Source: an optimization exercise on an open RTL-to-GDS flow (aim: small area). Production flows keep margins and buffers that such runs may drop. Function was checked by simulation only, so behaviour that the tests miss may differ from the original. Power is estimated from default activity; no workload was simulated.

## flow/design.v (module list and top-level ports; edited modules follow where they fit)
// module agc_stream: 240 lines
// module agc_pre32: 10 lines
// module agc_fa: 4 lines
// module agc_ha: 4 lines
// module agc_bsel: 3 lines
// module agc_bpp: 5 lines
// module agc_lane: 723 lines
module agc_stream #(
  parameter int          WIN_LOG2 = 10,
  parameter logic [15:0] GAIN_MIN = 16'h0010,
  parameter logic [15:0] GAIN_MAX = 16'h4000
) (
  input  logic        clk,
  input  logic        reset_n,
  input  logic        ce,
  input  logic [31:0] tdata_s,
  input  logic        tvalid_s,
  output logic        tready_s,
  output logic [31:0] tdata_m,
  output logic        tvalid_m,
  input  logic        tready_m,
  input  logic [31:0] haddr_s,
  input  logic [2:0]  hburst_s,
  input  logic [2:0]  hsize_s,
  input  logic [1:0]  htrans_s,
  input  logic [31:0] hwdata_s,
  input  logic        hwrite_s,
  input  logic        hsel_s,
  output logic [31:0] hrdata_s,
  output logic        hreadyout_s,
  output logic        hresp_s,
  output logic        irq
);
  // ...
==> flow/run.sh <==
#!/bin/bash
# synth_recipe.tcl (not shown) runs the flow's synth.tcl, then flattens the netlist and writes it again
# the make line also repeats each setting of config.mk as NAME=value (left out here)
make -C /OpenROAD-flow-scripts/flow DESIGN_CONFIG=/design/flow/config.mk WORK_HOME=/design/flow/orfs CLKGATE_MAP_FILE= SYNTH_SCRIPT=/design/flow/synth_recipe.tcl finish
==> flow/config.mk <==
export PLATFORM = sky130hd
export DESIGN_NAME = agc_stream
export DESIGN_NICKNAME = agc_stream
export VERILOG_FILES = /design/flow/design.v
export SDC_FILE = /design/flow/constraint.sdc
export NUM_CORES = 4
export LEC_CHECK = 0
export CAP_MARGIN = 20
export CORE_MARGIN = 2
export CORE_UTILIZATION = 40
export SLEW_MARGIN = 20
export SYNTH_HIERARCHICAL = 1
==> flow/constraint.sdc <==
create_clock -name core_clock -period 9.0 [get_ports {clk}]
set_input_delay 1.8000 -clock core_clock [delete_from_list [all_inputs] [get_ports {clk}]]
set_output_delay 1.8000 -clock core_clock [all_outputs]
set_load 0.01 [all_outputs]
==> run notes, run 1 <==
status complete, no violations; Final Routed Wirelength about 77,000 µm; Sequential Area 4225 µm²; met3 usage 3.872%; pre-CTS setup slack 0.4342 ns; hold path start r_hyst[6]; Reg clk slew, reported paths 0.09 ns; CTS tree done; Worst Setup EP r_sat[29]; Multi-input gate area 19,230 µm²; Placed Area 27,170 µm²; unrepaired setup endpoints after global routing no; TNS Setup 0 ns; DP HPWL 58,580 µm; drt wl/cell 20.79 µm; Worst EP required 9.37 ns; FF-to-FF Start r_gain[0]; WHS 0.4580 ns; starting DRC count in detailed routing 1,991; Finished Cell Area roughly 28,000 µm²; CTS-repair resized insts 0; sequential cell power about 0.93 mW; worst skew pair latency 0.51 ns; crit path cell chain clkdlybuf4s50_1 -> xnor2_1 -> o22ai_1 -> xor2_1 -> fa_1 -> fa_1 -> fa_1 -> fa_1 -> ha_1 -> a21oi_1 -> o21ai_0 -> a32oi_1 -> and4b_1 -> or3_1 -> inv_1 -> nor2_1 -> a211oi_4 -> buf_4 -> nand2_1 -> xor2_1 -> nor2_1; max cap viols 0; hold path cells 2; Post-Syn Instances 2,766; clock buffer count 17; Well-Tap Cells 782; buffer share of cell area 7.505%; die width 252.2 µm; slowest stage delay, CP 0.94 ns; via count 21,950
==> run 2: changes to the inputs <==
==> flow/flow/run.sh (new file) <==
#!/bin/bash
# The standard layout, with plain buf_1 cells (instead of the weakest-drive delay
# buffer that buffer_ports picks by default) as the port buffers.
set -euo pipefail
export BUFFER_PORTS_ARGS="-buffer_cell sky130_fd_sc_hd__buf_1"
bash standard.sh > standard.log 2>&1
==> flow/standard.sh (new file) <==
#!/bin/bash
# synth_recipe.tcl (not shown) runs the flow's synth.tcl, then flattens the netlist and writes it again
# the make line also repeats each setting of config.mk as NAME=value (left out here)
make -C /OpenROAD-flow-scripts/flow DESIGN_CONFIG=/design/flow/config.mk WORK_HOME=/design/flow/orfs CLKGATE_MAP_FILE= SYNTH_SCRIPT=/design/flow/synth_recipe.tcl "${@:-finish}"
removed: flow/run.sh
==> run notes, run 2 <==
global route overflow 0; Placed Area 26,280 µm² (-3.3%); layout cells sized above 1 7.202%; Synth Area in Simple Gates ~14%; vias in the first global route 21,410; fin crit share 85.67%; fmax between 100 and 150 MHz; ys flop type dfxtp_1; hold endpoint r_hyst[14]; largest net degree at the start of global routing 68; #FFs+latches synth 195; post-synthesis sequential area ratio 17.14%; Critical R2R Capture r_gain[8]; initial antenna violation count 2; Multi-input gate area 19,220 µm² (about the same); Static Leak approximately 11 nW; hold path cells 2 (unchanged); Longest Clk Path Bufs 2; Worst EP arrival 8.08 ns; Crit. End Element register; first drt pass iteration count 7; measured slew at the worst slew-check pin around 1.1 ns; Synth Area in Compound Gates 18.05%; Final #Nets 3,404; final setup vio count 0; die width 252.2 µm (unchanged); Reg2Reg Depth 24; maximum VDD drop roughly 0.00018 V; Sequential Area 4227 µm² (about the same); Final Max Slew Viols 0; IO Port Bufs 125; mux cell area share after synthesis 3.746%; CTS-repair resized insts 0 (unchanged); H-tree levels 4; TNS Setup 0 ns (unchanged); Finished Cell Area 26,950 µm² (-3.1%); # IOs 180; starting DRC count in detailed routing 1,801 (-9.5%); first-pass GRT wire length ~120,000 µm; syn_area_per_cell between 8 and 9 µm²; WHS 0.4576 ns (-0.0004640 ns); vias per cell 5.951; Hold Violations, Final 0; # fillers just under 6,000; Die Ht 252.2 µm; core area between 60,000 and 70,000 µm²; setup bufs post-CTS 0; top flop regs r_sat: 32 flops, r_tdata: 32 flops; worst skew pair latency 0.51 ns (about the same); drt wl/cell 20.94 µm (+0.74%); r2r setup slk 1.29 ns; hold path start r_hyst[14]; Yosys top cell by area fa_1; via count 21,930 (-0.13%); Max Clock Skew 0.02207 ns; clk root buf clkbuf_16; Final Routed Wirelength 77,140 µm (+0.28%); All-Layer GR Usage 24.26%; Post-Syn Instances 2,766 (unchanged); PwrDens about 190 nW/µm²; FF-to-FF Start r_step[0]; die area between 60,000 and 70,000 µm²; min Tclk post-route ~7.7 ns; DRC 0; synthesized cell area roughly 25,000 µm²; CTS buffer count 17; Synthesis Warnings 7; unrepaired setup endpoints after global routing no; antenna cells 0; max cap viols 0 (unchanged); largest family of logic cells by synthesized area adder cells; Area Overhead vs Synth 9.341%; Area contributors post-synth fa_1 21%, dfxtp_1 13%, xor2_1 11%; Commonest cells post-synth 305 x xor2_1, 267 x o22ai_1, 259 x nand2_1; DRT antenna net count 0; commonest non-fill, non-tap cell in the layout xor2_1; initial core utilization 40.68%; DP HPWL 58,520 µm (-0.11%); Post-synth EDFFs 32; adder-cell share of the synthesized area 28.63%; CTS tree done; slew margin rel. 24.97%; status complete, no violations; commonest non-fill, non-tap cells in the layout 305 x xor2_1, 267 x o22ai_1, 258 x nand2_1, 256 x fa_1, 182 x nor2_1; Hold-fix buffers, CTS 0; xor and xnor area share after synthesis 13.75%; routability cong. 0.9078; hold crit path type reg -> reg; Post-synth ARST share 0%; Startpoint Class register; synth unique cells 92; num rows 90; Synth top area share 20.79%; clock sink count 195; crit-path max FO 12; Reg clk slew, reported paths 0.08 ns (about the same); CP Class reg -> reg; most numerous cell in the Yosys netlist xor2_1; Worst EP required 9.37 ns (about the same)
[run 2: layout make-up]
cell class	count	share of cell area, %
Sequential cell	195	15.68
Clock inverter	15	0.8821
Timing Repair Buffer	219	4.462
Tap cell	782	3.631
Inverter	176	2.451
Clock buffer	17	1.579
Multi-Input combinational cell	2280	71.31
[run 2: worst max-delay path by stage]
stage,from,end,slack [ns]
final,r_step[0],r_gain[8],1.29
after global routing,tdata_s[19],r_sat[13],0.86
after CTS,tdata_s[19],r_sat[4],1.29
after detailed placement,tdata_s[19],r_sat[20],0.73
after global placement,tdata_s[19],r_sat[24],0.88
after floorplan,tdata_s[19],r_sat[14],1.36
[run 2: power by group]
part / leakage, nW / switching, mW / internal [mW]
logic: 8.58 / 1.89 / 1.36
registers: 1.62 / 0.0166 / 0.910
clock network: 0.320 / 0.480 / 0.401
[run 2: metrics by stage]
step	instances	utilization, %	setup WS [ns]	total power, mW
after CTS	3684	44.47	1.288	5.072
after floorplan	2766	-	1.361	3.359
after global placement	3652	43.37	0.8807	4.090
after detailed placement	3652	43.37	0.7289	4.171
final	3684	44.48	1.290	5.055
after global routing	3684	44.48	0.8639	5.520
[run 2: modules after synthesis, one instance, submodules excluded]
module,cell area [µm²],flip-flops and latches
agc_ha,12.51,0
agc_pre32,394.1,0
agc_bsel,6.256,0
agc_bpp,8.758,0
agc_fa,20.02,0
agc_stream,12410,195
agc_lane,1528,0
[run 2: cells by family (layout without fill, tap and decap cells)]
kind of cell	after synthesis	after routing
simple gates	716	716
compound gates	681	681
fa+ha+maj	412	412
xor+xnor	382	382
buf+inv	291	427
flops	195	195
mux	86	86
other cells	3	3
[run 2: critical path, stage by stage, from the launching register on]
cell      delay [ns]
dfxtp_1         0.37
ha_1            0.23
fa_1            0.39
fa_1            0.39
fa_1            0.42
fa_1            0.39
fa_1            0.41
fa_1            0.40
fa_1            0.40
fa_1            0.39
fa_1            0.40
fa_1            0.41
fa_1            0.40
fa_1            0.39
fa_1            0.43
fa_1            0.39
inv_1           0.09
fa_1            0.41
nand2_1         0.11
a21oi_1         0.05
buf_4           0.18
nand3_1         0.08
o311ai_0        0.19
nand3_1         0.16
o211ai_1        0.09
[run 2: per-layer routing]
layer | track usage [%] | part of all wire [%] | vias up
met5 | 0 | 0.035 | -
met4 | 8.233 | 2.9 | 4
met3 | 3.708 | 6.4 | 119
met2 | 38.95 | 47 | 835
met1 | 33.31 | 44 | 10950
li1 | - | - | 10010
==> module agc_stream, before the edit <==
module agc_stream #(
  parameter int          WIN_LOG2 = 10,
  parameter logic [15:0] GAIN_MIN = 16'h0010,
  parameter logic [15:0] GAIN_MAX = 16'h4000
) (
  input  logic        clk,
  input  logic        reset_n,
  input  logic        ce,
  input  logic [31:0] tdata_s,
  input  logic        tvalid_s,
  output logic        tready_s,
  output logic [31:0] tdata_m,
  output logic        tvalid_m,
  input  logic        tready_m,
  input  logic [31:0] haddr_s,
  input  logic [2:0]  hburst_s,
  input  logic [2:0]  hsize_s,
  input  logic [1:0]  htrans_s,
  input  logic [31:0] hwdata_s,
  input  logic        hwrite_s,
  input  logic        hsel_s,
  output logic [31:0] hrdata_s,
  output logic        hreadyout_s,
  output logic        hresp_s,
  output logic        irq
);
  localparam logic [2:0] A_CTRL = 3'd0;
  localparam logic [2:0] A_TGT  = 3'd1;
  localparam logic [2:0] A_HYST = 3'd2;
  localparam logic [2:0] A_STEP = 3'd3;
  localparam logic [2:0] A_MAN  = 3'd4;
  localparam logic [2:0] A_CUR  = 3'd5;
  localparam logic [2:0] A_PEAK = 3'd6;
  localparam logic [2:0] A_SAT  = 3'd7;
  function automatic logic carry16(input logic [15:0] a, input logic [15:0] b,
                                   input logic cin);
    logic c;
    integer i;
    c = cin;
    for (i = 0; i < 16; i = i + 1) c = (a[i] & b[i]) | ((a[i] | b[i]) & c);
    carry16 = c;
  endfunction
  function automatic logic [16:0] add16(input logic [15:0] a, input logic [15:0] b,
                                        input logic cin);
    logic c;
    logic [16:0] s;
    integer i;
    c = cin;
    for (i = 0; i < 16; i = i + 1) begin
      s[i] = a[i] ^ b[i] ^ c;
      c = (a[i] & b[i]) | (a[i] & c) | (b[i] & c);
    end
    s[16] = c;
    add16 = s;
  endfunction
  genvar gi;
  logic [2:0]  r_addr;
  logic        r_wr;
  logic [1:0]  r_ctrl;
  logic [15:0] r_target;
  logic [15:0] r_hyst;
  logic [15:0] r_step;
  logic [15:0] r_man;
  logic [15:0] r_gain;
  logic [15:0] r_last_peak;
  logic [15:0] r_peak;         
  logic [31:0] r_sat;
  logic [WIN_LOG2-1:0] r_cnt;
  logic        r_win_end;
  logic        r_irq;
  logic        r_tvalid;
  logic [31:0] r_tdata;
  logic        w_wr_ctrl;
  logic        w_wr_tgt;
  logic        w_wr_hyst;
  logic        w_wr_step;
  logic        w_wr_man;
  logic        w_wr_sat;
  logic [15:0] w_man_next;
  logic        w_acc;
  logic        w_wrap;
  logic [15:0] w_oi, w_oq;
  logic        w_si, w_sq;
  assign hreadyout_s = 1'b1;
  assign hresp_s     = 1'b0;
  assign tready_s    = !r_tvalid | tready_m;
  assign tvalid_m    = r_tvalid;
  assign tdata_m     = r_tdata;
  assign irq         = r_irq;
  assign w_wr_ctrl = r_wr & (r_addr == A_CTRL);
  assign w_wr_tgt  = r_wr & (r_addr == A_TGT);
  assign w_wr_hyst = r_wr & (r_addr == A_HYST);
  assign w_wr_step = r_wr & (r_addr == A_STEP);
  assign w_wr_man  = r_wr & (r_addr == A_MAN);
  assign w_wr_sat  = r_wr & (r_addr == A_SAT);
  assign w_man_next = w_wr_man ? hwdata_s[15:0] : r_man;
  assign w_acc  = ce & tvalid_s & tready_s;
  assign w_wrap = w_acc & (&r_cnt);
  logic [15:0] w_gain_n;
  assign w_gain_n = ~r_gain;
  agc_lane u_li (.x(tdata_s[15:0]),  .g(r_gain), .gn(w_gain_n), .y(w_oi), .sat(w_si));
  agc_lane u_lq (.x(tdata_s[31:16]), .g(r_gain), .gn(w_gain_n), .y(w_oq), .sat(w_sq));
  logic [15:0] w_ki, w_kq, w_km, w_pk;
  logic [15:0] w_pk_mag;
  assign w_ki = {tdata_s[14:0]  ^ {15{tdata_s[15]}}, tdata_s[15]};
  assign w_kq = {tdata_s[30:16] ^ {15{tdata_s[31]}}, tdata_s[31]};
  assign w_km = carry16(w_ki, ~w_kq, 1'b0) ? w_ki : w_kq;      
  assign w_pk = carry16(w_km, ~r_peak, 1'b0) ? w_km : r_peak;   
  for (gi = 0; gi < 15; gi = gi + 1) begin : g_mag
    assign w_pk_mag[gi] = w_pk[gi+1] ^ (&w_pk[gi:0]);
  end
  assign w_pk_mag[15] = &w_pk;
  logic [15:0] w_dn_s, w_dn_c, w_up_s, w_up_c;
  logic        w_dn, w_up;
  assign w_dn_s = r_last_peak ^ ~r_target ^ ~r_hyst;
  assign w_dn_c = (r_last_peak & ~r_target) | (r_last_peak & ~r_hyst) | (~r_target & ~r_hyst);
  assign w_up_s = r_target ^ ~r_last_peak ^ ~r_hyst;
  assign w_up_c = (r_target & ~r_last_peak) | (r_target & ~r_hyst) | (~r_last_peak & ~r_hyst);
  function automatic logic csa_b17(input logic [15:0] s, input logic [15:0] c);
    logic k;
    integer i;
    k = s[0];
    for (i = 1; i < 16; i = i + 1) k = (s[i] & c[i-1]) | ((s[i] | c[i-1]) & k);
    csa_b17 = c[15] & k;
  endfunction
  assign w_dn = csa_b17(w_dn_s, w_dn_c);
  assign w_up = csa_b17(w_up_s, w_up_c);
  logic [16:0] w_sub, w_add;
  logic [15:0] w_gdn, w_gup;
  logic        w_upd, w_clamp;
  assign w_sub = add16(r_gain, ~r_step, 1'b1);    
  assign w_add = add16(r_gain, r_step, 1'b0);
  assign w_gdn = (!w_sub[16] || (w_sub[15:4] == 12'd0)) ? GAIN_MIN : w_sub[15:0];
  assign w_gup = (w_add[16] || w_add[15] || (w_add[14] && (w_add[13:0] != 14'd0)))
               ? GAIN_MAX : w_add[15:0];
  assign w_upd   = ce & r_win_end & r_ctrl[0] & !r_ctrl[1];
  assign w_clamp = (w_dn & (w_gdn == GAIN_MIN))
                 | (w_up & (w_gup == GAIN_MAX));
  always_ff @(posedge clk) begin
    r_addr <= haddr_s[4:2];
    if (!reset_n) r_wr <= 1'b0;
    else          r_wr <= hsel_s & htrans_s[1] & hwrite_s;
  end
  always_ff @(posedge clk) begin
    if (!reset_n) begin
      r_ctrl   <= 2'd0;
      r_target <= 16'h4000;
      r_hyst   <= 16'h0800;
      r_step   <= 16'h0010;
      r_man    <= 16'h0100;
    end else begin
      if (w_wr_ctrl) r_ctrl   <= hwdata_s[1:0];
      if (w_wr_tgt)  r_target <= hwdata_s[15:0];
      if (w_wr_hyst) r_hyst   <= hwdata_s[15:0];
      if (w_wr_step) r_step   <= hwdata_s[15:0];
      r_man <= w_man_next;
    end
  end
  logic [WIN_LOG2-1:0] w_cnt_pre;    
  assign w_cnt_pre[0] = 1'b1;
  for (gi = 1; gi < WIN_LOG2; gi = gi + 1) begin : g_cnt
    assign w_cnt_pre[gi] = w_cnt_pre[gi-1] & r_cnt[gi-1];
  end
  always_ff @(posedge clk) begin
    if (!reset_n) begin
      r_cnt       <= '0;
      r_peak      <= 16'd0;
      r_last_peak <= 16'd0;
    end else if (w_wr_ctrl) begin
      r_cnt  <= '0;
      r_peak <= 16'd0;
    end else if (w_acc) begin
      r_cnt <= r_cnt ^ w_cnt_pre;
      if (&r_cnt) begin
        r_peak      <= 16'd0;
        r_last_peak <= w_pk_mag;
      end else begin
        r_peak <= w_pk;
      end
    end
  end
  always_ff @(posedge clk) begin
    if (!reset_n) begin
      r_win_end <= 1'b0;
    end else if (ce) begin
      r_win_end <= w_wrap & !w_wr_ctrl;
    end
  end
  logic [31:0] w_sat_pre;
  logic        w_sat_inc;
  agc_pre32 u_sat_pre (.a(r_sat), .p(w_sat_pre));
  assign w_sat_inc = w_acc & (w_si | w_sq) & ~(w_sat_pre[31] & r_sat[31]);
  always_ff @(posedge clk) begin
    if (!reset_n || w_wr_sat) begin
      r_sat <= 32'd0;
    end else begin
      r_sat <= r_sat ^ (w_sat_pre & {32{w_sat_inc}});
    end
  end
  always_ff @(posedge clk) begin
    if (!reset_n) begin
      r_gain <= 16'h0100;
    end else if (ce) begin
      if (!r_ctrl[0]) begin
        r_gain <= w_man_next;
      end else if (w_upd & w_dn) begin
        r_gain <= w_gdn;
      end else if (w_upd & w_up) begin
        r_gain <= w_gup;
      end
    end
  end
  always_ff @(posedge clk) begin
    if (!reset_n) begin
      r_irq <= 1'b0;
    end else begin
      r_irq <= w_upd & w_clamp;
    end
  end
  always_ff @(posedge clk) begin
    if (!reset_n) begin
      r_tvalid <= 1'b0;
    end else if (ce & tready_s) begin
      r_tvalid <= tvalid_s;
    end
    if (w_acc) r_tdata <= {w_oq, w_oi};
  end
  always_comb begin
    unique case (r_addr)
      A_CTRL: hrdata_s = {30'd0, r_ctrl};
      A_TGT:  hrdata_s = {16'd0, r_target};
      A_HYST: hrdata_s = {16'd0, r_hyst};
      A_STEP: hrdata_s = {16'd0, r_step};
      A_MAN:  hrdata_s = {16'd0, r_man};
      A_CUR:  hrdata_s = {16'd0, r_gain};
      A_PEAK: hrdata_s = {16'd0, r_last_peak};
      default: hrdata_s = r_sat;
    endcase
  end
endmodule
==> run 3: changes to the inputs <==
--- a/flow/design.v
+++ b/flow/design.v
@@ -62,7 +62,7 @@
   logic [15:0] r_step;
   logic [15:0] r_man;
   logic [15:0] r_gain;
-  logic [15:0] r_last_peak;
+  logic [15:0] r_last_key;     
   logic [15:0] r_peak;         
   logic [31:0] r_sat;
   logic [WIN_LOG2-1:0] r_cnt;
@@ -100,22 +100,27 @@
   assign w_gain_n = ~r_gain;
   agc_lane u_li (.x(tdata_s[15:0]),  .g(r_gain), .gn(w_gain_n), .y(w_oi), .sat(w_si));
   agc_lane u_lq (.x(tdata_s[31:16]), .g(r_gain), .gn(w_gain_n), .y(w_oq), .sat(w_sq));
-  logic [15:0] w_ki, w_kq, w_km, w_pk;
-  logic [15:0] w_pk_mag;
-  assign w_ki = {tdata_s[14:0]  ^ {15{tdata_s[15]}}, tdata_s[15]};
-  assign w_kq = {tdata_s[30:16] ^ {15{tdata_s[31]}}, tdata_s[31]};
-  assign w_km = carry16(w_ki, ~w_kq, 1'b0) ? w_ki : w_kq;      
-  assign w_pk = carry16(w_km, ~r_peak, 1'b0) ? w_km : r_peak;   
+  logic [15:0] w_ki, w_kq, w_max, w_last_peak;
+  logic        w_cip, w_ciq, w_cqp, w_sel_i, w_sel_q, w_sel_p;
+  assign w_ki  = {tdata_s[14:0]  ^ {15{tdata_s[15]}}, tdata_s[15]};
+  assign w_kq  = {tdata_s[30:16] ^ {15{tdata_s[31]}}, tdata_s[31]};
+  agc_gt16 u_ciq (.a(w_ki), .b(w_kq),   .gt(w_ciq));    
+  agc_gt16 u_cip (.a(w_ki), .b(r_peak), .gt(w_cip));    
+  agc_gt16 u_cqp (.a(w_kq), .b(r_peak), .gt(w_cqp));    
+  assign w_sel_i = w_ciq & w_cip;
+  assign w_sel_q = !w_ciq & w_cqp;
+  assign w_sel_p = !w_sel_i & !w_sel_q;
+  assign w_max = ({16{w_sel_i}} & w_ki) | ({16{w_sel_q}} & w_kq) | ({16{w_sel_p}} & r_peak);
   for (gi = 0; gi < 15; gi = gi + 1) begin : g_mag
-    assign w_pk_mag[gi] = w_pk[gi+1] ^ (&w_pk[gi:0]);
+    assign w_last_peak[gi] = r_last_key[gi+1] ^ (&r_last_key[gi:0]);
   end
-  assign w_pk_mag[15] = &w_pk;
+  assign w_last_peak[15] = &r_last_key;
   logic [15:0] w_dn_s, w_dn_c, w_up_s, w_up_c;
   logic        w_dn, w_up;
-  assign w_dn_s = r_last_peak ^ ~r_target ^ ~r_hyst;
-  assign w_dn_c = (r_last_peak & ~r_target) | (r_last_peak & ~r_hyst) | (~r_target & ~r_hyst);
-  assign w_up_s = r_target ^ ~r_last_peak ^ ~r_hyst;
-  assign w_up_c = (r_target & ~r_last_peak) | (r_target & ~r_hyst) | (~r_last_peak & ~r_hyst);
+  assign w_dn_s = w_last_peak ^ ~r_target ^ ~r_hyst;
+  assign w_dn_c = (w_last_peak & ~r_target) | (w_last_peak & ~r_hyst) | (~r_target & ~r_hyst);
+  assign w_up_s = r_target ^ ~w_last_peak ^ ~r_hyst;
+  assign w_up_c = (r_target & ~w_last_peak) | (r_target & ~r_hyst) | (~w_last_peak & ~r_hyst);
   function automatic logic csa_b17(input logic [15:0] s, input logic [15:0] c);
     logic k;
     integer i;
@@ -165,7 +170,7 @@
     if (!reset_n) begin
       r_cnt       <= '0;
       r_peak      <= 16'd0;
-      r_last_peak <= 16'd0;
+      r_last_key  <= 16'd0;
     end else if (w_wr_ctrl) begin
       r_cnt  <= '0;
       r_peak <= 16'd0;
@@ -173,9 +178,9 @@
       r_cnt <= r_cnt ^ w_cnt_pre;
       if (&r_cnt) begin
         r_peak      <= 16'd0;
-        r_last_peak <= w_pk_mag;
+        r_last_key  <= w_max;
       end else begin
-        r_peak <= w_pk;
+        r_peak <= w_max;
       end
     end
   end
@@ -225,18 +230,17 @@
     end
     if (w_acc) r_tdata <= {w_oq, w_oi};
   end
-  always_comb begin
-    unique case (r_addr)
-      A_CTRL: hrdata_s = {30'd0, r_ctrl};
-      A_TGT:  hrdata_s = {16'd0, r_target};
-      A_HYST: hrdata_s = {16'd0, r_hyst};
-      A_STEP: hrdata_s = {16'd0, r_step};
-      A_MAN:  hrdata_s = {16'd0, r_man};
-      A_CUR:  hrdata_s = {16'd0, r_gain};
-      A_PEAK: hrdata_s = {16'd0, r_last_peak};
-      default: hrdata_s = r_sat;
-    endcase
+  logic [7:0] w_rsel;
+  for (gi = 0; gi < 8; gi = gi + 1) begin : g_rsel
+    assign w_rsel[gi] = (r_addr == gi);
+  end
+  for (gi = 0; gi < 16; gi = gi + 1) begin : g_rd
+    agc_ao8 u_ao (.s(w_rsel),
+                  .d({r_sat[gi], w_last_peak[gi], r_gain[gi], r_man[gi], r_step[gi],
+                      r_hyst[gi], r_target[gi], (gi < 2) ? r_ctrl[gi % 2] : 1'b0}),
+                  .y(hrdata_s[gi]));
   end
+  assign hrdata_s[31:16] = r_sat[31:16] & {16{w_rsel[7]}};
 endmodule
 module agc_pre32 (
   input  logic [31:0] a,
@@ -248,6 +252,29 @@
     assign p[gi] = p[gi-1] & a[gi-1];
   end
 endmodule
+module agc_gt16 (
+  input  logic [15:0] a,
+  input  logic [15:0] b,
+  output logic        gt
+);
+  logic [16:0] c;
+  genvar gi;
+  assign c[0] = 1'b0;
+  for (gi = 0; gi < 16; gi = gi + 1) begin : g_c
+    agc_maj u_m (.a(a[gi]), .b(~b[gi]), .c(c[gi]), .y(c[gi+1]));
+  end
+  assign gt = c[16];
+endmodule
+module agc_maj (input logic a, input logic b, input logic c, output logic y);
+  assign y = (a & b) | (a & c) | (b & c);
+endmodule
+module agc_ao8 (
+  input  logic [7:0] s,
+  input  logic [7:0] d,
+  output logic       y
+);
+  assign y = |(s & d);
+endmodule
 module agc_fa (input logic a, input logic b, input logic c, output logic s, output logic co);
   assign s  = a ^ b ^ c;
   assign co = (a & b) | (a & c) | (b & c);
==> flow/flow/run.sh (replaced) <==
#!/bin/bash
# The standard layout (standard.sh), with two changes to how it sizes cells:
#  - plain buf_1 cells as the port buffers, instead of the weakest-drive delay
#    buffer that buffer_ports picks by default;
#  - RECOVER_POWER: after global routing, downsize gates on paths with slack.
set -euo pipefail
export BUFFER_PORTS_ARGS="-buffer_cell sky130_fd_sc_hd__buf_1"
export RECOVER_POWER=100
bash standard.sh > standard.log 2>&1
==> run notes, run 3 <==
status finished with violations; Fail Reasons max-capacitance violations, max-slew violations; H-tree levels 4 (unchanged); crit-path max FO 18 (+6); Final #Nets 3,288 (-3.4%); fin crit share 92.22% (+6.6 points); starting DRC count in detailed routing 1,938 (+7.6%); Area Overhead vs Synth 10.20%; Static Leak 10.56 nW (+0.33%); layout cells sized above 1 7.681% (+0.48 points); Hold Violations, Final 0 (unchanged); ys flop type dfxtp_1; num rows 89 (-1.1%); drt wl/cell 20.68 µm (-1.2%); syn_area_per_cell 9.155 µm² (+2.7%); slew margin rel. -155.4% (-180 points); Finished Cell Area 26,290 µm² (-2.5%); first-pass GRT wire length 114,500 µm (-5.6%); CP Class in -> reg; core area 59,020 µm² (-2.6%); Post-synth ARST share 0% (unchanged); die width 248.2 µm (-1.6%); PwrDens 215.6 nW/µm² (+15%); Final Max Slew Viols 239 (+239); commonest non-fill, non-tap cells in the layout 334 x xor2_1, 268 x nand2_1, 256 x fa_1, 249 x o22ai_1, 180 x inv_1; Startpoint Class input port; Commonest cells post-synth 334 x xor2_1, 269 x nand2_1, 256 x fa_1; maximum VDD drop 0.0002340 V (+29%); Crit. End Element register; Hold-fix buffers, CTS 0 (unchanged); global route overflow 0 (unchanged); setup bufs post-CTS 0 (unchanged); post-synthesis sequential area ratio 17.71% (+0.57 points); #FFs+latches synth 195 (unchanged); CTS buffer count 17 (unchanged); first drt pass iteration count 6 (-1); r2r setup slk 0.96 ns (-0.33 ns); clk root buf clkbuf_16; DP HPWL 54,760 µm (-6.4%); All-Layer GR Usage 24.01% (-0.25 points); Synthesis Warnings 7 (unchanged); Worst EP required 9.22 ns (-0.15 ns); Synth top area share 21.48% (+0.69 points); DRC 0 (unchanged); initial core utilization 40.42% (-0.26 points); commonest non-fill, non-tap cell in the layout xor2_1; Post-Syn Instances 2,606 (-5.8%); TNS Setup 0 ns (unchanged); synthesized cell area 23,860 µm² (-3.2%); Synth Area in Compound Gates 15.59% (-2.5 points); via count 20,640 (-5.9%); Max Clock Skew 0.01821 ns (-0.003858 ns); xor and xnor area share after synthesis 13.84% (+0.094 points); min Tclk post-route 8.300 ns (+0.5902 ns); DRT antenna net count 0 (unchanged); synth unique cells 75 (-18%); final setup vio count 0 (unchanged); CTS-repair resized insts 0 (unchanged); initial antenna violation count 1 (-1); vias in the first global route 20,550 (-4.0%); Die Ht 248.2 µm (-1.6%); hold crit path type reg -> reg; fmax 120.5 MHz (-7.1%); unrepaired setup endpoints after global routing no; IO Port Bufs 125 (unchanged); most numerous cell in the Yosys netlist xor2_1; Reg clk slew, reported paths 0.08 ns (about the same); Yosys top cell by area fa_1; Placed Area 25,700 µm² (-2.2%); Final Routed Wirelength 73,620 µm (-4.6%); mux cell area share after synthesis 3.362% (-0.38 points); CTS tree done; vias per cell 5.798 (-2.6%); Area contributors post-synth fa_1 21%, dfxtp_1 14%, xor2_1 12%; measured slew at the worst slew-check pin 3.830 ns (+2.713 ns); routability cong. 0.8846 (-2.6%); Post-synth EDFFs 32 (unchanged); # IOs 180 (unchanged); die area 61,610 µm² (-3.2%); Synth Area in Simple Gates 13.25% (-0.36 points); adder-cell share of the synthesized area 31.70% (+3.1 points); Longest Clk Path Bufs 2 (unchanged); largest family of logic cells by synthesized area adder cells; Worst EP arrival 8.52 ns (+0.44 ns); top flop regs r_sat: 32 flops, r_tdata: 32 flops; max cap viols 6 (+6); worst skew pair latency 0.50 ns (about the same); clock sink count 195 (unchanged); largest net degree at the start of global routing 80 (+18%)
run 3: changes by cell type after synthesis, sizes merged, moves of 23 or more:
cell / delta
maj3: +44
a21oi: -42
a211oi: -23
nor2: -34
xnor2: -30
a22oi: +64
xor2: +27
o21ai: -47
run 3: final timing paths:
check             cells past startpoint        start       endpoint
setup / recovery                     24  tdata_s[15]  r_last_key[8]
hold / removal                        2   r_hyst[15]     r_hyst[15]
setup reg to reg                     24    r_step[0]      r_gain[3]
hold reg to reg                       2   r_hyst[15]     r_hyst[15]
run 3: logic make-up after synthesis:
group           after synthesis
buf+inv                     267
fa+ha+maj                   456
compound gates              551
xor+xnor                    377
flops                       195
mux                          77
simple gates                677
other cells                   6
run 3: modules after synthesis (local to each module, per instance), a selection:
module,area (µm²),cells inside
agc_bsel,6.256,1
agc_gt16,63.81,17
agc_ha,12.51,1
agc_bpp,8.758,1
agc_lane,1491,218
agc_maj,11.26,1
run 3: through the flow:
stage                     worst slack (ns)  power, mW  cells  hold slack, ns  utilization [%]
after floorplan                     0.6855      3.964   2620          0.4498                -
after CTS                            1.082      5.738   3558          0.4819            44.57
final                               0.6999      5.668   3560          0.4816            44.54
after detailed placement            0.6068      4.901   3526          0.4703            43.55
after global placement              0.6400      4.819   3525          0.4587            43.54
after global routing                0.3921      6.311   3559          0.5111            44.54
run 3: critical path, cell delays in order:
cell and delay [ns]:
clkbuf_2 0.23, maj3_2 0.36, maj3_1 0.36, maj3_2 0.32, maj3_2 0.31, maj3_2 0.31, maj3_2 0.32, maj3_2 0.31
maj3_2 0.33, maj3_2 0.31, maj3_2 0.32, maj3_2 0.31, maj3_2 0.31, maj3_2 0.31, maj3_2 0.31, maj3_2 0.31
maj3_1 0.61, nor2b_1 0.24, a21oi_1 0.07, clkbuf_1 0.27, nand2_1 0.12, nand3_1 0.15, mux2i_1 0.17, nor2_1 0.05
run 3: metal layers:
metal	routed length [µm]	vias up	global-route usage, %
met4	2393	0	8.841
li1	-	9448	-
met3	4772	133	3.803
met2	35550	819	39.93
met1	30910	10240	31.48
met5	0	-	0
run 3: power by group:
part	internal, mW	switching (mW)	total, mW
registers	0.910	0.0175	0.928
clock network	0.380	0.431	0.810
logic	1.74	2.19	3.93
run 3: final cells by class:
type                    instances  area (µm²)
flip-flops and latches        195        4224
clock inverters                14       173.9
clock buffers                  18       429.2
diodes                          1       2.502
inverters                     183       686.9
multi-input cells            2158       18660
well taps                     773       967.2
repair buffers                218        1142
fillers                      5818       32730
==> run 4: changes to the inputs <==
==> flow/flow/run.sh (replaced) <==
#!/bin/bash
# The standard layout (standard.sh), with plain buf_1 cells as the port buffers
# instead of the weakest-drive delay buffer that buffer_ports picks by default.
set -euo pipefail
export BUFFER_PORTS_ARGS="-buffer_cell sky130_fd_sc_hd__buf_1"
bash standard.sh > standard.log 2>&1
==> flow/config.mk (replaced) <==
export PLATFORM = sky130hd
export DESIGN_NAME = agc_stream
export DESIGN_NICKNAME = agc_stream
export VERILOG_FILES = /design/flow/design.v
export SDC_FILE = /design/flow/constraint.sdc
export NUM_CORES = 4
export LEC_CHECK = 0
export CAP_MARGIN = 10
export CORE_MARGIN = 2
export CORE_UTILIZATION = 55
export CTS_BUF_LIST = sky130_fd_sc_hd__clkbuf_8
export SLEW_MARGIN = 10
export SYNTH_HIERARCHICAL = 1
==> run notes, run 4 <==
status complete, no violations; synthesized cell area 23,860 µm² (unchanged); #FFs+latches synth 195 (unchanged); num rows 76 (-15%); vias in the first global route 20,370 (-0.86%); PwrDens 214.0 nW/µm² (-0.72%); Reg clk slew, reported paths 0.11 ns (+0.03 ns); first drt pass iteration count 5 (-1); met1 usage 44.09% (+13 points); routability cong. 0.9362 (+5.8%); die area 45,060 µm² (-27%); largest net degree at the start of global routing 61 (-24%); maximum VDD drop 0.0002733 V (+17%); min Tclk post-route 7.978 ns (-0.3222 ns); initial core utilization 55.50% (+15 points); Commonest cells post-synth 334 x xor2_1, 269 x nand2_1, 256 x fa_1; placed cells 3,329 (-5.6%); hold crit path type reg -> reg; # IOs 180 (unchanged); met3 usage 5.480% (+1.7 points); global route overflow 0 (unchanged); adder-cell share of the synthesized area 31.70% (unchanged); Static Leak 10.48 nW (-0.76%); Synth Area in Simple Gates 13.25% (unchanged); commonest non-fill, non-tap cells in the layout 334 x xor2_1, 269 x nand2_1, 256 x fa_1, 249 x o22ai_1, 181 x inv_1; Max Clock Skew 0.02147 ns (+0.003259 ns); All-Layer GR Usage 33.47% (+9.5 points); TNS Setup 0 ns (unchanged); crit-path max FO 9 (-9); die width 212.3 µm (-14%); starting DRC count in detailed routing 1,699 (-12%); Final Max Slew Viols 0 (-100%); first-pass GRT wire length 115,400 µm (+0.79%); fmax 125.3 MHz (+4.0%); slew margin rel. 7.462% (+160 points); measured slew at the worst slew-check pin 1.383 ns (-2.447 ns); setup bufs post-CTS 0 (unchanged); top flop regs r_sat: 32 flops, r_tdata: 32 flops; Worst EP required 9.47 ns (+0.25 ns); CTS-repair resized insts 0 (unchanged); synth unique cells 75 (unchanged); post-synthesis sequential area ratio 17.71% (unchanged); met2 GRT Util 53.78% (+14 points); vias per cell 6.061 (+4.5%); worst skew pair latency 0.58 ns (+0.08 ns); r2r setup slk 1.02 ns (+0.06 ns); drt wl/cell 21.84 µm (+5.6%); mux cell area share after synthesis 3.362% (unchanged); DRT antenna net count 0 (unchanged); via count 20,390 (-1.2%); Synthesis Warnings 7 (unchanged); CP Class reg -> reg; Die Ht 212.3 µm (-14%); H-tree levels 4 (unchanged); Synth Area in Compound Gates 15.59% (unchanged); Post-Syn Instances 2,606 (unchanged); clk root buf clkbuf_8; Worst EP arrival 8.45 ns (-0.07 ns); layout cells sized above 1 7.922% (+0.24 points); unrepaired setup endpoints after global routing no; Post-synth ARST share 0% (unchanged); DRC 0 (unchanged); commonest non-fill, non-tap cell in the layout xor2_1; Synth top area share 21.48% (unchanged); Post-synth EDFFs 32 (unchanged); core area 42,980 µm² (-27%); most numerous cell in the Yosys netlist xor2_1; syn_area_per_cell 9.155 µm² (unchanged); CTS buffer count 17 (unchanged); Area Overhead vs Synth 8.124%; Final Non-Filler Cells 3,364 (-5.5%); Hold-fix buffers, CTS 0 (unchanged); DP HPWL 55,040 µm (+0.51%); Crit. End Element register; clock sink count 195 (unchanged); Hold Violations, Final 0 (unchanged); grt peak-use layer met2; IO Port Bufs 125 (unchanged); initial antenna violation count 1 (unchanged); Final #Nets 3,280 (-0.24%); Longest Clk Path Bufs 2 (unchanged); max cap viols 0 (-6); Area contributors post-synth fa_1 21%, dfxtp_1 14%, xor2_1 12%; CTS tree done; largest family of logic cells by synthesized area adder cells; Final Util 60.01% (+15 points); Final Routed Wirelength 73,460 µm (-0.22%); Power Total 5.521 mW (-2.6%); final setup vio count 0 (unchanged); Startpoint Class register; Yosys top cell by area fa_1; xor and xnor area share after synthesis 13.84% (unchanged); fin crit share 88.64% (-3.6 points); ys flop type dfxtp_1
==> run 4: changes by cell type in the layout (fill, tap and decap cells not counted), sizes merged <==
cell / before / now
inv: 189 / 188
clkbuf: 36 / 26
buf: 200 / 202
diode: 1 / 2
clkinvlp: 1 / 3
clkinv: 7 / 5
==> run 4: per-layer routing <==
metal	share of wire, %	vias to the layer above
li1	-	9429
met1	43	9940
met2	46	851
met3	6.4	167
met4	4.6	2
met5	0.012	-
==> run 4: final timing paths <==
check        cells after the start  startpoint        end
max reg2reg                     23   r_gain[0]  r_gain[5]
min reg2reg                      2    r_cnt[5]   r_cnt[5]
max                             23   r_gain[0]  r_gain[5]
min                              2    r_cnt[5]   r_cnt[5]
==> run 4: area by class of cell <==
| cell class | count | area (µm²) |
|---|---|---|
| fill | 3945 | 17190 |
| clock buffer | 18 | 247.7 |
| inverter | 183 | 686.9 |
| sequential | 195 | 4224 |
| tap | 585 | 732.0 |
| timing repair buffer | 210 | 1117 |
| multi-input combinational | 2158 | 18660 |
| clock inverter | 13 | 123.9 |
| antenna | 2 | 5.005 |
==> run 4: per-stage QoR <==
step                      setup WS [ns]  hold slack, ns  instance area [µm²]
final                             1.022          0.4907                25790
after global routing             0.8025          0.5069                25790
after CTS                         1.055          0.4888                25770
after detailed placement         0.6855          0.4745                25400
after global placement           0.7252          0.4624                25400
after floorplan                  0.6855          0.4498                23910
==> run 4: critical path: stages (launching register included) <==
cell	delay, ns
dfxtp_1	0.43
ha_1	0.24
fa_1	0.39
fa_1	0.40
fa_1	0.40
fa_1	0.40
fa_1	0.42
fa_1	0.42
fa_1	0.40
fa_1	0.39
fa_1	0.42
fa_1	0.40
fa_1	0.41
fa_1	0.41
fa_1	0.42
fa_1	0.37
inv_1	0.08
fa_1	0.41
nand2_1	0.09
a21oi_1	0.10
and2_1	0.31
nand2_1	0.11
mux2i_1	0.08
o311a_1	0.38
==> run 4: report_power, final <==
part	leakage [nW]	switching, mW	total, mW	internal, mW
registers	1.62	0.0169	0.927	0.910
clock network	0.182	0.381	0.588	0.207
logic	8.68	2.24	4.01	1.77
total	10.5	2.64	5.52	2.88
==> run 4: cell families (layout without fill, tap and decap cells) <==
logic type,count (synthesis),count (layout)
simple gates,677,677
buf+inv,267,424
flops,195,195
fa+ha+maj,456,456
mux,77,77
compound gates,551,551
other cells,6,22
xor+xnor,377,377
==> run 4: modules after synthesis (local to each module, per instance), a selection <==
module | flip-flops and latches | cells inside | times used | area [µm²]
agc_ao8 | 0 | 5 | 16 | 36.28
agc_bsel | 0 | 1 | 240 | 6.256
agc_fa | 0 | 1 | 194 | 20.02
agc_gt16 | 0 | 17 | 3 | 63.81
agc_ha | 0 | 1 | 104 | 12.51
agc_maj | 0 | 1 | 48 | 11.26
agc_stream | 195 | 1142 | 1 | 10380
==> run 5: changes to the inputs <==
--- a/flow/config.mk
+++ b/flow/config.mk
@@ -8,6 +8,5 @@
 export CAP_MARGIN = 10
 export CORE_MARGIN = 2
 export CORE_UTILIZATION = 55
-export CTS_BUF_LIST = sky130_fd_sc_hd__clkbuf_8
 export SLEW_MARGIN = 10
 export SYNTH_HIERARCHICAL = 1
==> run notes, run 5 <==
CTS buffer count 17 (unchanged); unrepaired setup endpoints after global routing no; All-Layer GR Usage 33.53% (+0.052 points); layout cells sized above 1 7.922% (unchanged); synthesized cell area 23,860 µm² (unchanged); final setup vio count 0 (unchanged); PwrDens 219.7 nW/µm² (+2.6%); initial antenna violation count 1 (unchanged); CTS tree done; crit-path max FO 9 (unchanged); status complete, no violations; Worst EP arrival 8.34 ns (-0.11 ns); Post-synth ARST share 0% (unchanged); min Tclk post-route 7.950 ns (-0.02771 ns); clk root buf clkbuf_16; Multi-input gate area 18,660 µm² (unchanged); grt peak-use layer met2; Die Ht 212.3 µm (unchanged); first-pass GRT wire length 115,600 µm (+0.17%); post-synthesis sequential area ratio 17.71% (unchanged); die area 45,060 µm² (unchanged); ys flop type dfxtp_1; drt wl/cell 21.97 µm (+0.61%); Synthesis Warnings 7 (unchanged); Final #Nets 3,280 (unchanged); met3 usage 5.258% (-0.22 points); initial core utilization 55.50% (unchanged); routability cong. 0.9362 (unchanged); met2 GRT Util 54.18% (+0.40 points); maximum VDD drop 0.0002732 V (about the same); Yosys top cell by area fa_1; Sequential Area 4224 µm² (unchanged); Power Total 5.710 mW (+3.4%); commonest non-fill, non-tap cells in the layout 334 x xor2_1, 269 x nand2_1, 256 x fa_1, 249 x o22ai_1, 181 x inv_1; worst skew pair latency 0.50 ns (-0.08 ns); Critical R2R Capture r_gain[5]; CTS-repair resized insts 0 (unchanged); DP HPWL 55,040 µm (unchanged); # IOs 180 (unchanged); global route overflow 0 (unchanged); P_int 3.046 mW (+5.7%); r2r setup slk 1.05 ns (+0.03 ns); fin crit share 88.34% (-0.31 points); first drt pass iteration count 5 (unchanged); Worst Setup EP r_gain[5]; Longest Clk Path Bufs 2 (unchanged); most numerous cell in the Yosys netlist xor2_1; Post-synth EDFFs 32 (unchanged); Final Max Slew Viols 0 (unchanged); hold crit path type reg -> reg; DRT antenna net count 0 (unchanged); Sw Ratio 46.64% (-1.1 points); vias per cell 6.097 (+0.59%); Commonest cells post-synth 334 x xor2_1, 269 x nand2_1, 256 x fa_1; CP Class reg -> reg; commonest non-fill, non-tap cell in the layout xor2_1; Worst EP required 9.39 ns (-0.08 ns); Flop pwr share 16.2% (-0.6 points); # fillers 3,916 (-0.74%); num rows 76 (unchanged); H-tree levels 4 (unchanged); Final Routed Wirelength 73,910 µm (+0.61%); fmax 125.8 MHz (+0.35%); TNS Setup 0 ns (unchanged); P_sw 2.663 mW (+0.95%); vias in the first global route 20,410 (+0.18%); Area Overhead vs Synth 8.927%; Reg2Reg Depth 23 (unchanged); Crit. End Element register; FF-to-FF Start r_gain[0]; setup bufs post-CTS 0 (unchanged); measured slew at the worst slew-check pin 1.301 ns (-0.08185 ns); WHS 0.4862 ns (-0.004560 ns); Post-Syn Instances 2,606 (unchanged); Reg clk slew, reported paths 0.07 ns (-0.04 ns); slew margin rel. 12.94% (+5.5 points); Hold Violations, Final 0 (unchanged); core area 42,980 µm² (unchanged); #FFs+latches synth 195 (unchanged); clock sink count 195 (unchanged); Combinational Power Share 70.2% (-2.4 points); Clock Power Share 13.6% (+2.9 points); met1 usage 44.26% (+0.16 points); Startpoint Class register; Synth top area share 21.48% (unchanged); max cap viols 0 (unchanged); syn_area_per_cell 9.155 µm² (unchanged); Area contributors post-synth fa_1 21%, dfxtp_1 14%, xor2_1 12%; Max Clock Skew 0.01872 ns (-0.002749 ns); CP startpoint r_gain[0]; starting DRC count in detailed routing 1,705 (+0.35%); top flop regs r_sat: 32 flops, r_tdata: 32 flops; DRC 0 (unchanged); largest net degree at the start of global routing 61 (unchanged); via count 20,510 (+0.59%); die width 212.3 µm (unchanged); Hold-fix buffers, CTS 0 (unchanged); Static Leak 10.56 nW (+0.83%); synth unique cells 75 (unchanged); IO Port Bufs 125 (unchanged)
-- run 5: changes by cell type in the layout (fill, tap and decap cells not counted) --
cell | before | now
clkbuf_16 | 0 | 17
clkbuf_8 | 18 | 1
-- run 5: how the worst min path moves through the flow --
| stage | from | to | slack, ns | cells after the start |
|---|---|---|---|---|
| after floorplan | r_hyst[15] | r_hyst[15] | 0.45 | 2 |
| after global placement | r_cnt[1] | r_cnt[1] | 0.46 | 2 |
| after detailed placement | r_cnt[1] | r_cnt[1] | 0.47 | 2 |
| after CTS | r_cnt[1] | r_cnt[1] | 0.48 | 2 |
| after global routing | r_cnt[3] | r_cnt[3] | 0.50 | 2 |
| final | r_cnt[3] | r_cnt[3] | 0.49 | 2 |
-- run 5: per-layer routing --
metal | wire length (µm) | vias to the layer above
li1 | - | 9441
met1 | 31230 | 10040
met2 | 34430 | 867
met3 | 4881 | 164
met4 | 3365 | 2
met5 | 10 | -
-- run 5: cells by family (layout without fill, tap and decap cells) --
| kind of cell | after synthesis | count (layout) | share of synthesized area (%) |
|---|---|---|---|
| flip-flops | 195 | 195 | 17.71 |
| buffers and inverters | 267 | 424 | 4.453 |
| adder cells (fa/ha/maj) | 456 | 456 | 31.70 |
| AO/OA/AOI/OAI | 551 | 551 | 15.59 |
| XOR/XNOR | 377 | 377 | 13.84 |
| other | 6 | 22 | 0.09440 |
| multiplexers | 77 | 77 | 3.362 |
| AND/OR/NAND/NOR | 677 | 677 | 13.25 |
-- run 5: layout make-up --
cell class | count | share of cell area, %
Antenna cell | 2 | 0.01926
Clock buffer | 18 | 1.690
Clock inverter | 13 | 0.4767
Inverter | 183 | 2.643
Multi-Input combinational cell | 2158 | 71.80
Sequential cell | 195 | 16.25
Tap cell | 585 | 2.817
Timing Repair Buffer | 210 | 4.300
-- run 5: critical path, cell delays in order (launching register included) --
cell	delay, ns
dfxtp_1	0.40
ha_1	0.23
fa_1	0.39
fa_1	0.40
fa_1	0.40
fa_1	0.40
fa_1	0.42
fa_1	0.42
fa_1	0.40
fa_1	0.39
fa_1	0.42
fa_1	0.40
fa_1	0.41
fa_1	0.41
fa_1	0.42
fa_1	0.37
inv_1	0.08
fa_1	0.41
nand2_1	0.09
a21oi_1	0.10
and2_1	0.32
nand2_1	0.12
mux2i_1	0.08
o311a_1	0.38
-- run 5: Yosys stat by module, one instance, submodules excluded --
module / cell area [µm²] / cells / copies in the design / flops+latches
agc_stream: 10380 / 1142 / 1 / 195
agc_lane: 1491 / 218 / 2 / 0
agc_pre32: 394.1 / 71 / 1 / 0
agc_gt16: 63.81 / 17 / 3 / 0
agc_ao8: 36.28 / 5 / 16 / 0
agc_fa: 20.02 / 1 / 194 / 0
agc_ha: 12.51 / 1 / 104 / 0
agc_maj: 11.26 / 1 / 48 / 0
agc_bpp: 8.758 / 1 / 240 / 0
agc_bsel: 6.256 / 1 / 240 / 0
-- run 5: through the flow --
stage / instance area, µm² / utilization (%) / cells / worst slack, ns
floorplan: 23910 / - / 2620 / 0.6855
global placement: 25400 / 59.10 / 3329 / 0.7252
detailed placement: 25400 / 59.10 / 3329 / 0.6855
CTS: 25960 / 60.41 / 3360 / 1.063
global route: 25980 / 60.45 / 3362 / 0.8005
finish: 25990 / 60.46 / 3364 / 1.050
-- run 5: power groups by stage --
stage | clock [mW] | combinational (mW) | sequential, mW
after floorplan | 0 | 3.02 | 0.948
after global placement | 0 | 3.89 | 0.947
after detailed placement | 0 | 3.99 | 0.947
after CTS | 0.789 | 4.02 | 0.927
after global routing | 0.818 | 4.56 | 0.930
final | 0.775 | 4.01 | 0.927
==> run 6: changes to the inputs <==
==> flow/flow/run.sh (replaced) <==
#!/bin/bash
# The standard layout (standard.sh) with two changes to cell sizing:
#  - after the standard synthesis, every combinational cell is set to its
#    smallest drive strength (flow/downsize.py); the layout's own repair steps
#    size cells up again where timing, slew or load need it;
#  - plain buf_1 cells as the port buffers, instead of the weakest-drive delay
#    buffer that buffer_ports picks by default.
set -euo pipefail
export BUFFER_PORTS_ARGS="-buffer_cell sky130_fd_sc_hd__buf_1"
bash standard.sh synth > synth.log 2>&1
R=orfs/results/$FLOW_PLATFORM/agc_stream/base
python3 flow/downsize.py "$FLOW_HOME/platforms/$FLOW_PLATFORM/lib/sky130_fd_sc_hd__tt_025C_1v80.lib" \
  $R/1_2_yosys.v > downsize.log 2>&1
bash standard.sh > standard.log 2>&1
==> flow/flow/downsize.py (new file) <==
#!/usr/bin/env python3
"""Replace every combinational cell of a synthesized netlist by the smallest
drive strength of the same cell (same pins, same function), leaving flip-flops
and clock cells alone.  The layout's repair steps size cells up again where
timing, slew or load need it.  Usage: downsize.py LIB NETLIST"""
import re, sys
lib, netf = sys.argv[1], sys.argv[2]
text = open(lib).read()
area = {}
for c in re.split(r'\n\s*cell\s*\(', text)[1:]:
    n = re.match(r'\s*"?([\w]+)"?', c).group(1)
    a = re.search(r'\barea\s*:\s*([\d.]+)', c)
    if a:
        area[n] = float(a.group(1))
skip = re.compile(r'__(df|edf|sdf|dl|clk|conb|tap|fill|decap|lpflow|probe)')
net = open(netf).read()
count = 0
out = []
for line in net.split('\n'):
    m = re.match(r'^(\s*)(sky130_fd_sc_hd__\w+)(\s+\S+\s*\(.*)$', line)
    if m:
        t = m.group(2)
        mm = re.match(r'(sky130_fd_sc_hd__\w+?)_(\d+)$', t)
        if mm and not skip.search(t):
            base = mm.group(1)
            for s in ('0', '1', '2'):
                cand = f'{base}_{s}'
                if cand in area and cand != t and area[cand] < area[t]:
                    line = m.group(1) + cand + m.group(3)
                    count += 1
                    break
    out.append(line)
open(netf, 'w').write('\n'.join(out))
print(f'downsize: {count} cells')
==> run notes, run 6 <==
slowest stage delay, CP 0.39 ns (-0.03 ns); Die Ht 210.8 µm (-0.68%); Synthesis Warnings 7 (unchanged); Reg clk slew, reported paths 0.07 ns (about the same); most frequent CP cell maj3_1; starting DRC count in detailed routing 1,856 (+8.9%); vias in the first global route 20,390 (-0.083%); DRT antenna net count 0 (unchanged); pre-CTS setup slack 0.08429 ns (-0.6013 ns); measured slew at the worst slew-check pin 1.262 ns (-0.03959 ns); worst skew pair latency 0.50 ns (about the same); initial antenna violation count 2 (+1); Area Overhead vs Synth 9.785%; synthesized cell area 23,530 µm² (-1.4%); die area 44,450 µm² (-1.4%); Final #Nets 3,291 (+0.34%); core area 42,040 µm² (-2.2%); max cap viols 0 (unchanged); crit-path max FO 16 (+7); unrepaired setup endpoints after global routing no; Max Clock Skew 0.01053 ns (-0.008191 ns); CTS buffer count 17 (unchanged); fin crit share 93.41% (+5.1 points); Final Max Slew Viols 0 (unchanged); routability cong. 1.009 (+7.8%); DP HPWL 53,290 µm (-3.2%); Post-Syn Instances 2,606 (unchanged); PwrDens 221.1 nW/µm² (+0.64%); Power Total 5.712 mW (about the same); die width 210.8 µm (-0.68%); CP Class in -> reg; Longest Clk Path Bufs 2 (unchanged); first-pass GRT wire length 113,600 µm (-1.7%); setup bufs post-CTS 0 (unchanged); commonest non-fill, non-tap cells in the layout 334 x xor2_1, 269 x nand2_1, 256 x fa_1, 249 x o22ai_1, 181 x inv_1; commonest non-fill, non-tap cell in the layout xor2_1; status complete, no violations; worst path buffer plus inverter count 3 (+2); top flop regs r_sat: 32 flops, r_tdata: 32 flops; H-tree levels 4 (unchanged); Hold-fix buffers, CTS 0 (unchanged); initial core utilization 55.97% (+0.46 points); clk root buf clkbuf_16; Crit. End Element register; CTS-repair resized insts 0 (unchanged); global route overflow 0 (unchanged); syn_area_per_cell 9.029 µm² (-1.4%); via count 20,710 (+0.99%); final setup vio count 0 (unchanged); All-Layer GR Usage 33.07% (-0.45 points); post-route worst setup slack 0.5933 ns (-0.4566 ns); delay-heaviest family, CP adder cells; min Tclk post-route 8.407 ns (+0.4566 ns); DRC 0 (unchanged); layout cells sized above 1 5.665% (-2.3 points); IO Port Bufs 125 (unchanged); Static Leak 10.56 nW (about the same); TNS Setup 0 ns (unchanged); Worst EP arrival 8.75 ns (+0.41 ns); # IOs 180 (unchanged); Hold Violations, Final 0 (unchanged); Startpoint Class input port; fmax 119.0 MHz (-5.4%); drt wl/cell 21.91 µm (-0.30%); first drt pass iteration count 9 (+4); Slowest-stage cell, CP maj3_1; Final Routed Wirelength 72,950 µm (-1.3%); maximum VDD drop 0.0002612 V (-4.4%); slew margin rel. 15.59% (+2.6 points); largest net degree at the start of global routing 59 (-3.3%); clock sink count 195 (unchanged); CTS tree done; num rows 75 (-1.3%); Worst EP required 9.34 ns (-0.05 ns); hold crit path type reg -> reg; vias per cell 6.220 (+2.0%)
[run 6: cell types whose count changed in the layout (fill, tap and decap cells not counted), moves of 4 or more]
cell     before  now
maj3_1        0   52
nor4_1        9   13
a21oi_2       5    1
maj3_2       52    0
nor4_2        4    0
a21oi_1     111  115
buf_4        85   94
[run 6: per-layer routing]
layer  vias up  part of all wire (%)  track usage (%)
met3       183                   7.2            5.873
met4         0                   4.8            15.18
met5         -                     0                0
li1       9456                     -                -
met2       931                    47            54.44
met1     10140                    41            42.54
[run 6: final timing paths]
check	startpoint	end	slack [ns]	cells after the start
setup / recovery	tdata_s[31]	r_peak[4]	0.59	25
hold / removal	r_cnt[7]	r_cnt[7]	0.48	2
setup reg to reg	r_step[0]	r_gain[10]	1.10	24
hold reg to reg	r_cnt[7]	r_cnt[7]	0.48	2
[run 6: final cells by class]
class                           count  area (µm²)
Antenna cell                        2       5.005
Tap cell                          539       674.4
Inverter                          183       686.9
Multi-Input combinational cell   2158       18420
Fill cell                        3781       16210
Clock buffer                       18       439.2
Timing Repair Buffer              221        1205
Sequential cell                   195        4224
Clock inverter                     14       176.4
[run 6: worst reg2reg max path, delay by kind of cell (launching register included)]
kind / cells / cell delay, ns
adders and majority gates: 16 / 6.21
and+or+nand+nor: 3 / 0.50
AOI/OAI and AO/OA: 2 / 0.41
DFF: 1 / 0.35
buffers and inverters: 2 / 0.24
muxes: 1 / 0.09
[run 6: through the flow]
stage | hold WS, ns | utilization, % | instance area, µm² | cells
6_report | 0.4776 | 61.44 | 25830 | 3330
5_1_grt | 0.5070 | 61.44 | 25830 | 3330
4_1_cts | 0.4827 | 61.34 | 25790 | 3326
3_5_place_dp | 0.4724 | 59.88 | 25170 | 3294
3_3_place_gp | 0.4607 | 59.88 | 25170 | 3294
2_1_floorplan | 0.4498 | - | 23580 | 2620
[run 6: power by group]
| part | switching [mW] | leakage [nW] | internal [mW] |
|---|---|---|---|
| registers | 0.0167 | 1.62 | 0.910 |
| clock network | 0.392 | 0.294 | 0.426 |
| logic | 2.20 | 8.65 | 1.77 |

-- what the ideal ports hide --
Ports are ideal in the flow. The routed layouts listed here were re-timed in OpenROAD. Step 1: set_driving_cell puts a clkbuf_16 on clk and a buf_2 on each other input, an assumption about the parent block. Step 2 times the ports against the registers' clock, not the clock port: input delays grow and output delays shrink by t, the midpoint of the rising clock arrivals with the driver on. Three values: no drivers, after step 1, after step 2; two values: the first two.
run | t (ns) | setup WS [ns] | latest minus earliest clock arrival (ns) | worst slew at a driven data input, ns | cell pins on the clock port's net
run 1 | 0.547 | 0.993 / 1.024 / 0.477 | 0.035 / 0.034 | 0.10 | 1
run 2 | 0.559 | 1.290 / 1.271 / 0.711 | 0.025 / 0.025 | 0.12 | 1
run 3 | 0.549 | 0.700 / 0.738 / 0.189 | 0.023 / 0.022 | 0.09 | 1
run 4 | 0.621 | 1.022 / 1.022 / 0.694 | 0.021 / 0.021 | 0.10 | 1
run 5 | 0.552 | 1.050 / 1.050 / 0.673 | 0.020 / 0.020 | 0.10 | 1
run 6 | 0.546 | 0.593 / 0.510 / -0.036 | 0.011 / 0.010 | 0.13 | 1
With both steps, setup timing fails in run 6, where it was met with ideal ports. For run 6, which loses most, drivers alone change the setup slack by -0.083 ns; drivers and shift together by -0.629 ns.
